Source: an optimization exercise on an open RTL-to-GDS flow (aim: small area, a short achievable clock period and few clock cycles per item). Production flows keep margins and buffers that such runs may drop.
Only simulation tests tie the RTL to the original design; equivalence was not proved.

==> wip/xenon: inputs <==
// stereo_state_variable_filter_top
module stereo_state_variable_filter_top (
  input  logic        clk,
  input  logic        rst,
  input  logic        in_valid,
  output logic        in_ready,
  input  logic [85:0] in_data,
  output logic        out_valid,
  input  logic        out_ready,
  output logic [47:0] out_data,
  input  logic        cfg_we,
  input  logic [16:0] cfg_data
);
Settings: LEC_CHECK=0, CAP_MARGIN=20, CORE_MARGIN=2, CORE_UTILIZATION=50, SETUP_SLACK_MARGIN=2.0, SLEW_MARGIN=20; clock period 11.0 ns.
run.sh (not shown) runs the stock make flow with config.mk's settings and CLKGATE_MAP_FILE= SYNTH_SCRIPT=/design/flow/synth_recipe.tcl, a recipe that flattens the netlist after the stock synthesis.
==> inputs of wip/willow, as changes to wip/xenon <==
--- a/flow/design.v
+++ b/flow/design.v
@@ -26,26 +26,41 @@
     if (en) begin
       neg   <= acc[33];
       u     <= uf[24:0];
       big_p <= (uf[30:25] != 6'd0) || (uf[24:0] >= 25'd25165824);
       big_n <= (uf[30:25] != 6'd0) || (uf[24:0] >= 25'd25165827);
     end
   end
-  logic [1:0]  r [14];
+  function automatic logic [1:0] add3(input logic [1:0] x, input logic [1:0] y);
+    logic [2:0] s;
+    s = {1'b0, x} + {1'b0, y};
+    add3 = (s >= 3'd3) ? 2'(s - 3'd3) : s[1:0];
+  endfunction
+  logic [1:0]  m  [13];
+  logic [1:0]  s1 [13];
+  logic [1:0]  s2 [13];
+  logic [1:0]  s4 [13];
+  logic [1:0]  s8 [13];
   logic [25:0] v;
   logic [25:0] q;
   logic [23:0] qn;
-  assign v     = {1'b0, u};
-  assign r[13] = 2'd0;
-  for (genvar i = 12; i >= 0; i--) begin : g_dig
-    logic [3:0] t;
-    assign t = {r[i+1], v[2*i+1:2*i]};
-    assign q[2*i+1:2*i] = (t >= 4'd9) ? 2'd3 : (t >= 4'd6) ? 2'd2 : (t >= 4'd3) ? 2'd1 : 2'd0;
-    assign r[i] = (t >= 4'd9) ? 2'(t - 4'd9) : (t >= 4'd6) ? 2'(t - 4'd6) :
-                  (t >= 4'd3) ? 2'(t - 4'd3) : 2'(t);
+  assign v = {1'b0, u};
+  always_comb begin
+    for (int i = 0; i < 13; i++) m[i] = (v[2*i +: 2] == 2'd3) ? 2'd0 : v[2*i +: 2];
+    for (int i = 0; i < 13; i++) s1[i] = (i + 1 < 13) ? add3(m[i], m[i+1]) : m[i];
+    for (int i = 0; i < 13; i++) s2[i] = (i + 2 < 13) ? add3(s1[i], s1[i+2]) : s1[i];
+    for (int i = 0; i < 13; i++) s4[i] = (i + 4 < 13) ? add3(s2[i], s2[i+4]) : s2[i];
+    for (int i = 0; i < 13; i++) s8[i] = (i + 8 < 13) ? add3(s4[i], s4[i+8]) : s4[i];
+    for (int i = 0; i < 13; i++) begin
+      logic [1:0] r;
+      logic [3:0] t;
+      r = (i + 1 < 13) ? s8[i+1] : 2'd0;
+      t = {r, 2'b00} + {2'b00, v[2*i +: 2]};
+      q[2*i +: 2] = (t >= 4'd9) ? 2'd3 : (t >= 4'd6) ? 2'd2 : (t >= 4'd3) ? 2'd1 : 2'd0;
+    end
   end
   assign qn  = 24'd0 - q[23:0];
   assign res = !neg ? (big_p ? 24'h7FFFFF : q[23:0]) : (big_n ? 24'h800000 : qn);
 endmodule
 module svf_csa_tree #(
   parameter int N = 4,
   parameter int W = 64
@@ -4415,29 +4430,32 @@
   logic signed [31:0] accV;
   logic signed [33:0] acc [2];
   logic               d1_L, d1_R, d2_L, d2_R;
   logic [47:0]        pbuf;
   logic [4:0]         ptok;
   logic               c_run;
   logic [8:0]         c_oh;      
+  logic [29:0]        x2r;
+  logic signed [31:0] s_r;
+  logic [29:0]        qr;
   logic [29:0]        f_new;
   logic a_last, stall, adv, out_free, release_w, accept, c_start;
   logic p_free, p_direct, p_move;
   assign out_free  = !out_valid || out_ready;
   assign stall     = (d2_L || ptok[4]) && !out_free;
   assign adv       = !stall;
   assign a_last    = a_run && (a_slot == 3'd5);
   assign p_free    = (ptok == 5'd0);
   assign p_move    = w_v && !a_run && (w_mode == svf_pkg::MODE_OFF) && p_free;
   assign release_w = a_last || p_move;
   assign in_ready  = adv && (!w_v || release_w);
   assign accept    = in_valid && in_ready;
   assign p_direct  = accept && (i_mode == svf_pkg::MODE_OFF) && p_free && !p_move;
   assign c_run     = |c_oh;
-  assign f_new     = 30'({bpR - {2'b0, lpR[29:0]}, 1'b0});
+  assign f_new     = 30'({s_r - {2'b0, qr}, 1'b0});
   assign c_start   = w_v && !a_run && (w_mode != svf_pkg::MODE_OFF) && !w_hit && !c_run;
   logic [2:0]         idxA;
   logic               sA;
   logic signed [25:0] xinA;
   logic signed [35:0] lA, hp_u;
   logic signed [31:0] lp_new, hp;
   logic               ovfL;
@@ -4477,15 +4495,15 @@
     bmul = 33'(hpR);
     badd = {{2{bpR[31]}}, bpR, 30'h20000000};
     if (c_oh[0]) begin bmul = $signed({1'b0, svf_pkg::KX_Q32});  badd = 64'h20000; end
     if (c_oh[3]) begin bmul = $signed({1'b0, svf_pkg::MAG6});    badd = 64'd0; end
     if (c_oh[5]) begin bmul = $signed({1'b0, svf_pkg::MAG120});  badd = 64'd0; end
     if (c_oh[7]) begin bmul = $signed({1'b0, svf_pkg::MAG5040}); badd = 64'd0; end
     if (c_oh[1] || c_oh[2] || c_oh[4] || c_oh[6]) begin
-      bmul = $signed({3'b0, accV[29:0]});
+      bmul = $signed({3'b0, x2r});
       badd = 64'h20000000;
     end
   end
   logic [63:0]      bs, bc;
   svf_mul_fb u_fb (
     .one(fBe[47:32]), .two(fBe[31:16]), .neg(fBe[15:0]), .b(bmul), .a(badd), .s(bs), .c(bc));
   assign x3 = bs + bc;
@@ -4572,43 +4590,40 @@
         b_act   <= a_run;
         b_side  <= sA;
         b_first <= (a_slot[2:1] == 2'd0);
         b_last  <= (a_slot[2:1] == 2'd2);
         b_ch    <= w_ch;
         b_mode  <= w_mode;
         hpR     <= hp;
-        if (!c_run) begin
-          lpR   <= lp_new;
-          bpR   <= bpW;
-        end
+        lpR     <= lp_new;
+        bpR     <= bpW;
         if (b_act && ({b_ch, b_side} == idxN)) bpW <= bp_new;
         else                                   bpW <= vld[idxN] ? bp_m[idxN] : 32'sd0;
         lpW <= vld[idxN] ? lp_m[idxN] : 32'sd0;
         if (b_act) bp_m[{b_ch, b_side}] <= bp_new;
         v_act   <= b_act;
         v_side  <= b_side;
         v_first <= b_first;
         v_last  <= b_last;
-        if (!c_run)
-          accV  <= (b_mode == svf_pkg::MODE_LP) ? lpR :
+        accV    <= (b_mode == svf_pkg::MODE_LP) ? lpR :
                    (b_mode == svf_pkg::MODE_HP) ? hpR : bp_new;
         if (v_act) acc[v_side] <= (v_first ? 34'sd0 : acc[v_side]) + 34'(accV);
         d1_L <= v_act && v_last && !v_side;
         d1_R <= v_act && v_last && v_side;
         d2_L <= d1_L;
         d2_R <= d1_R;
         c_oh <= {c_oh[7:0], c_start};
-        if (c_oh[0]) begin fBe <= enc30(x3[47:18]); accV <= {2'b0, x3[47:18]}; bpR <= {2'b0, x3[47:18]}; end
-        if (c_oh[1]) accV <= {2'b0, t30};
+        if (c_oh[0]) begin fBe <= enc30(x3[47:18]); x2r <= x3[47:18]; s_r <= {2'b0, x3[47:18]}; end
+        if (c_oh[1]) x2r <= t30;
         if (c_oh[2] || c_oh[4] || c_oh[6]) fBe <= enc30(t30);
-        if (c_oh[3]) lpR <= {2'b0, q6};
-        if (c_oh[4]) bpR <= bpR - {2'b0, lpR[29:0]};
-        if (c_oh[5]) lpR <= {2'b0, q120};
-        if (c_oh[6]) bpR <= bpR + {2'b0, lpR[29:0]};
-        if (c_oh[7]) lpR <= {2'b0, q5040};
+        if (c_oh[3]) qr <= q6;
+        if (c_oh[4]) s_r <= s_r - {2'b0, qr};
+        if (c_oh[5]) qr <= q120;
+        if (c_oh[6]) s_r <= s_r + {2'b0, qr};
+        if (c_oh[7]) qr <= q5040;
         if (c_oh[8]) begin
           w_fe       <= enc30(f_new);
           ckey[w_ch] <= w_c;
           cf[w_ch]   <= f_new;
           cv[w_ch]   <= 1'b1;
           w_hit      <= 1'b1;
           a_run      <= 1'b1;
--- a/flow/config.mk
+++ b/flow/config.mk
@@ -4,9 +4,9 @@
 export VERILOG_FILES = /design/flow/design.v
 export SDC_FILE = /design/flow/constraint.sdc
 export NUM_CORES = 4
 export LEC_CHECK = 0
 export CAP_MARGIN = 20
 export CORE_MARGIN = 2
 export CORE_UTILIZATION = 50
-export SETUP_SLACK_MARGIN = 2.0
+export SETUP_SLACK_MARGIN = 1.0
 export SLEW_MARGIN = 20
==> inputs of wip/yarrow, as changes to wip/xenon <==
--- a/flow/design.v
+++ b/flow/design.v
@@ -1,14 +1,14 @@
 package svf_pkg;
   localparam logic [16:0] ONE_Q16          = 17'd65536;
   localparam logic [16:0] MIN_CUTOFF_RESET = 17'd27;
   localparam logic [31:0] KX_Q32           = 32'd2231032131;
-  localparam logic [31:0] MAG6    = 32'd715827883;    
-  localparam logic [31:0] MAG120  = 32'd1145324613;   
-  localparam logic [31:0] MAG5040 = 32'd1745256553;   
+  localparam logic [31:0] MAGA6    = 32'd1431655766;   
+  localparam logic [31:0] MAGA120  = 32'd1145324613;   
+  localparam logic [31:0] MAGA5040 = 32'd1745256553;   
   localparam logic [1:0] MODE_OFF = 2'd0;
   localparam logic [1:0] MODE_LP  = 2'd1;
   localparam logic [1:0] MODE_HP  = 2'd2;
   localparam logic [1:0] MODE_BP  = 2'd3;
 endpackage
 module svf_div12 (
   input  logic        clk,
@@ -4413,30 +4413,30 @@
   logic signed [31:0] hpR, bpR, lpR;
   logic               v_act, v_side, v_first, v_last;
   logic signed [31:0] accV;
   logic signed [33:0] acc [2];
   logic               d1_L, d1_R, d2_L, d2_R;
   logic [47:0]        pbuf;
   logic [4:0]         ptok;
-  logic               c_run;
-  logic [8:0]         c_oh;      
+  logic [6:0]         c_oh;      
+  logic               c_run;     
+  logic               c_x;       
   logic [29:0]        f_new;
   logic a_last, stall, adv, out_free, release_w, accept, c_start;
   logic p_free, p_direct, p_move;
   assign out_free  = !out_valid || out_ready;
   assign stall     = (d2_L || ptok[4]) && !out_free;
   assign adv       = !stall;
   assign a_last    = a_run && (a_slot == 3'd5);
   assign p_free    = (ptok == 5'd0);
   assign p_move    = w_v && !a_run && (w_mode == svf_pkg::MODE_OFF) && p_free;
   assign release_w = a_last || p_move;
   assign in_ready  = adv && (!w_v || release_w);
   assign accept    = in_valid && in_ready;
   assign p_direct  = accept && (i_mode == svf_pkg::MODE_OFF) && p_free && !p_move;
-  assign c_run     = |c_oh;
   assign f_new     = 30'({bpR - {2'b0, lpR[29:0]}, 1'b0});
   assign c_start   = w_v && !a_run && (w_mode != svf_pkg::MODE_OFF) && !w_hit && !c_run;
   logic [2:0]         idxA;
   logic               sA;
   logic signed [25:0] xinA;
   logic signed [35:0] lA, hp_u;
   logic signed [31:0] lp_new, hp;
@@ -4468,36 +4468,30 @@
   assign ovfL   = !(lA[35:31] == 5'b00000 || lA[35:31] == 5'b11111);
   assign lp_new = sat32(lA);
   assign hp_u   = {{2{hsum[63]}}, hsum[63:30]};
   assign hp     = !ovfL ? sat32(hp_u) : (lA[35] ? hp_neg : hp_pos);
   logic signed [32:0] bmul;
   logic [63:0]        badd, x3;
   logic signed [31:0] bp_new;
-  logic [29:0]        t30, q6, q120, q5040;
+  logic [29:0]        t30;
   always_comb begin
     bmul = 33'(hpR);
     badd = {{2{bpR[31]}}, bpR, 30'h20000000};
     if (c_oh[0]) begin bmul = $signed({1'b0, svf_pkg::KX_Q32});  badd = 64'h20000; end
-    if (c_oh[3]) begin bmul = $signed({1'b0, svf_pkg::MAG6});    badd = 64'd0; end
-    if (c_oh[5]) begin bmul = $signed({1'b0, svf_pkg::MAG120});  badd = 64'd0; end
-    if (c_oh[7]) begin bmul = $signed({1'b0, svf_pkg::MAG5040}); badd = 64'd0; end
-    if (c_oh[1] || c_oh[2] || c_oh[4] || c_oh[6]) begin
+    if (c_x) begin
       bmul = $signed({3'b0, accV[29:0]});
       badd = 64'h20000000;
     end
   end
   logic [63:0]      bs, bc;
   svf_mul_fb u_fb (
     .one(fBe[47:32]), .two(fBe[31:16]), .neg(fBe[15:0]), .b(bmul), .a(badd), .s(bs), .c(bc));
   assign x3 = bs + bc;
   assign bp_new = sat32({{2{x3[63]}}, x3[63:30]});
   assign t30    = x3[59:30];
-  assign q6     = x3[61:32];
-  assign q120   = {4'd0, x3[62:37]};
-  assign q5040  = {10'd0, x3[62:43]};
   logic       n_side;
   logic [1:0] n_ch;
   logic [2:0] idxN;
   always_comb begin
     if (a_run && !a_last) begin
       n_ch   = w_ch;
       n_side = !a_slot[0];
@@ -4523,14 +4517,16 @@
       v_act      <= 1'b0;
       d1_L       <= 1'b0;
       d1_R       <= 1'b0;
       d2_L       <= 1'b0;
       d2_R       <= 1'b0;
       ptok       <= '0;
       c_oh       <= '0;
+      c_run      <= 1'b0;
+      c_x        <= 1'b0;
       out_valid  <= 1'b0;
     end else begin
       if (cfg_we) min_cutoff <= cfg_data;
       if (out_valid && out_ready) out_valid <= 1'b0;
       if (adv) begin
         if (ptok[4]) begin
           out_data  <= pbuf;
@@ -4592,24 +4588,30 @@
           accV  <= (b_mode == svf_pkg::MODE_LP) ? lpR :
                    (b_mode == svf_pkg::MODE_HP) ? hpR : bp_new;
         if (v_act) acc[v_side] <= (v_first ? 34'sd0 : acc[v_side]) + 34'(accV);
         d1_L <= v_act && v_last && !v_side;
         d1_R <= v_act && v_last && v_side;
         d2_L <= d1_L;
         d2_R <= d1_R;
-        c_oh <= {c_oh[7:0], c_start};
+        c_oh <= {c_oh[5:0], c_start};
+        c_run <= c_start || (c_run && !c_oh[6]);
+        c_x   <= c_oh[0] || c_oh[1] || c_oh[2] || c_oh[3];
         if (c_oh[0]) begin fBe <= enc30(x3[47:18]); accV <= {2'b0, x3[47:18]}; bpR <= {2'b0, x3[47:18]}; end
         if (c_oh[1]) accV <= {2'b0, t30};
-        if (c_oh[2] || c_oh[4] || c_oh[6]) fBe <= enc30(t30);
-        if (c_oh[3]) lpR <= {2'b0, q6};
-        if (c_oh[4]) bpR <= bpR - {2'b0, lpR[29:0]};
-        if (c_oh[5]) lpR <= {2'b0, q120};
-        if (c_oh[6]) bpR <= bpR + {2'b0, lpR[29:0]};
-        if (c_oh[7]) lpR <= {2'b0, q5040};
-        if (c_oh[8]) begin
+        if (c_oh[2] || c_oh[3] || c_oh[4]) begin
+          fBe  <= enc30(t30);
+          w_fe <= enc30(t30);
+          lpW  <= 32'sd0;
+          bpW  <= c_oh[2] ? $signed(svf_pkg::MAGA6) : c_oh[3] ? $signed(svf_pkg::MAGA120)
+                                                    : $signed(svf_pkg::MAGA5040);
+        end
+        if (c_oh[3]) lpR <= {2'b0, xsum[62:33]};
+        if (c_oh[4]) begin bpR <= bpR - {2'b0, lpR[29:0]}; lpR <= {5'b0, xsum[63:37]}; end
+        if (c_oh[5]) begin bpR <= bpR + {2'b0, lpR[29:0]}; lpR <= {11'b0, xsum[63:43]}; end
+        if (c_oh[6]) begin
           w_fe       <= enc30(f_new);
           ckey[w_ch] <= w_c;
           cf[w_ch]   <= f_new;
           cv[w_ch]   <= 1'b1;
           w_hit      <= 1'b1;
           a_run      <= 1'b1;
           a_slot     <= 3'd0;
==> flow/config.mk (replaced) <==
export PLATFORM = sky130hd
export DESIGN_NAME = stereo_state_variable_filter_top
export DESIGN_NICKNAME = stereo_state_variable_filter_top
export VERILOG_FILES = /design/flow/design.v
export SDC_FILE = /design/flow/constraint.sdc
export NUM_CORES = 4
export LEC_CHECK = 0
export CAP_MARGIN = 20
export CORE_MARGIN = 2
export CORE_UTILIZATION = 55
export SETUP_SLACK_MARGIN = 1.3
export SLEW_MARGIN = 20
==> qor.csv <==
stage,metric,value,unit
yosys,synthDistinctLibCells,110,
finish,stdcell_count,17260,
finish,final_util,0.6041,
finish,final_nets,15720,
global_route,grt_pass1_vias,109900,
outcome,status,finished clean,
min_path,whs_endpoint,v_last$_DFFE_PP_,
worst_setup_path,required,11.63,ns
clock_network,cts_buffers,155,
global_route,use_met2,0.5854,
[end of results for wip/xenon]
==> qor.csv <==
stage,metric,value,unit
outcome,status,finished clean,
min_path,whs_endpoint,v_last$_DFFE_PP_,
yosys,synthDistinctLibCells,102,
finish,final_util,0.5544,
global_route,use_met2,0.5654,
worst_setup_path,required,11.50,ns
finish,stdcell_count,17580,
finish,final_nets,15890,
[end of results for wip/willow]
==> qor.csv <==
stage,metric,value,unit
global_route,grt_pass1_vias,110400,
worst_setup_path,required,11.55,ns
yosys,synth_most_common_cell,inv_1,
outcome,status,finished clean,
min_path,whs_endpoint,v_first$_DFFE_PP_,
finish,stdcell_count,16730,
global_route,use_met2,0.6373,
yosys,synthDistinctLibCells,112,
finish,final_util,0.6339,
[end of results for wip/yarrow]
Testbench counts of wip/xenon, summed over its fixed seeds: cycles 19,580, items 3,200.
Testbench counts of wip/willow, summed over its fixed seeds: cycles 19,580, items 3,200.
Testbench counts of wip/yarrow, summed over its fixed seeds: cycles 19,316, items 3,200.

[afterwards: timing with drivers on the ports]
In the flow no input, the clock included, has a driving cell. The finished layouts below were timed again as built, in two steps.
Step 1, drivers: a clkbuf_16 drives clk and a buf_2 each remaining input, both assumed.
Step 2 adds t to the input delays and takes it off the output delays; t is the mean of the earliest and latest rising clock arrival at the registers after step 1. Input paths then give back, and output paths get back, about the clock's delay inside the block.
Three values: ideal, step 1, step 2; two values: the first two.
run	shift t [ns]	slack for setup (ns)	latest minus earliest clock arrival (ns)	pins driven straight from the clock port
wip/xenon	0.934	0.925 / 0.925 / 0.925	0.075 / 0.074	1
wip/willow	0.968	1.160 / 1.160 / 1.160	0.105 / 0.105	1
wip/yarrow	0.945	1.018 / 1.018 / 1.018	0.158 / 0.158	1
After both steps setup and hold are still met in every run listed.
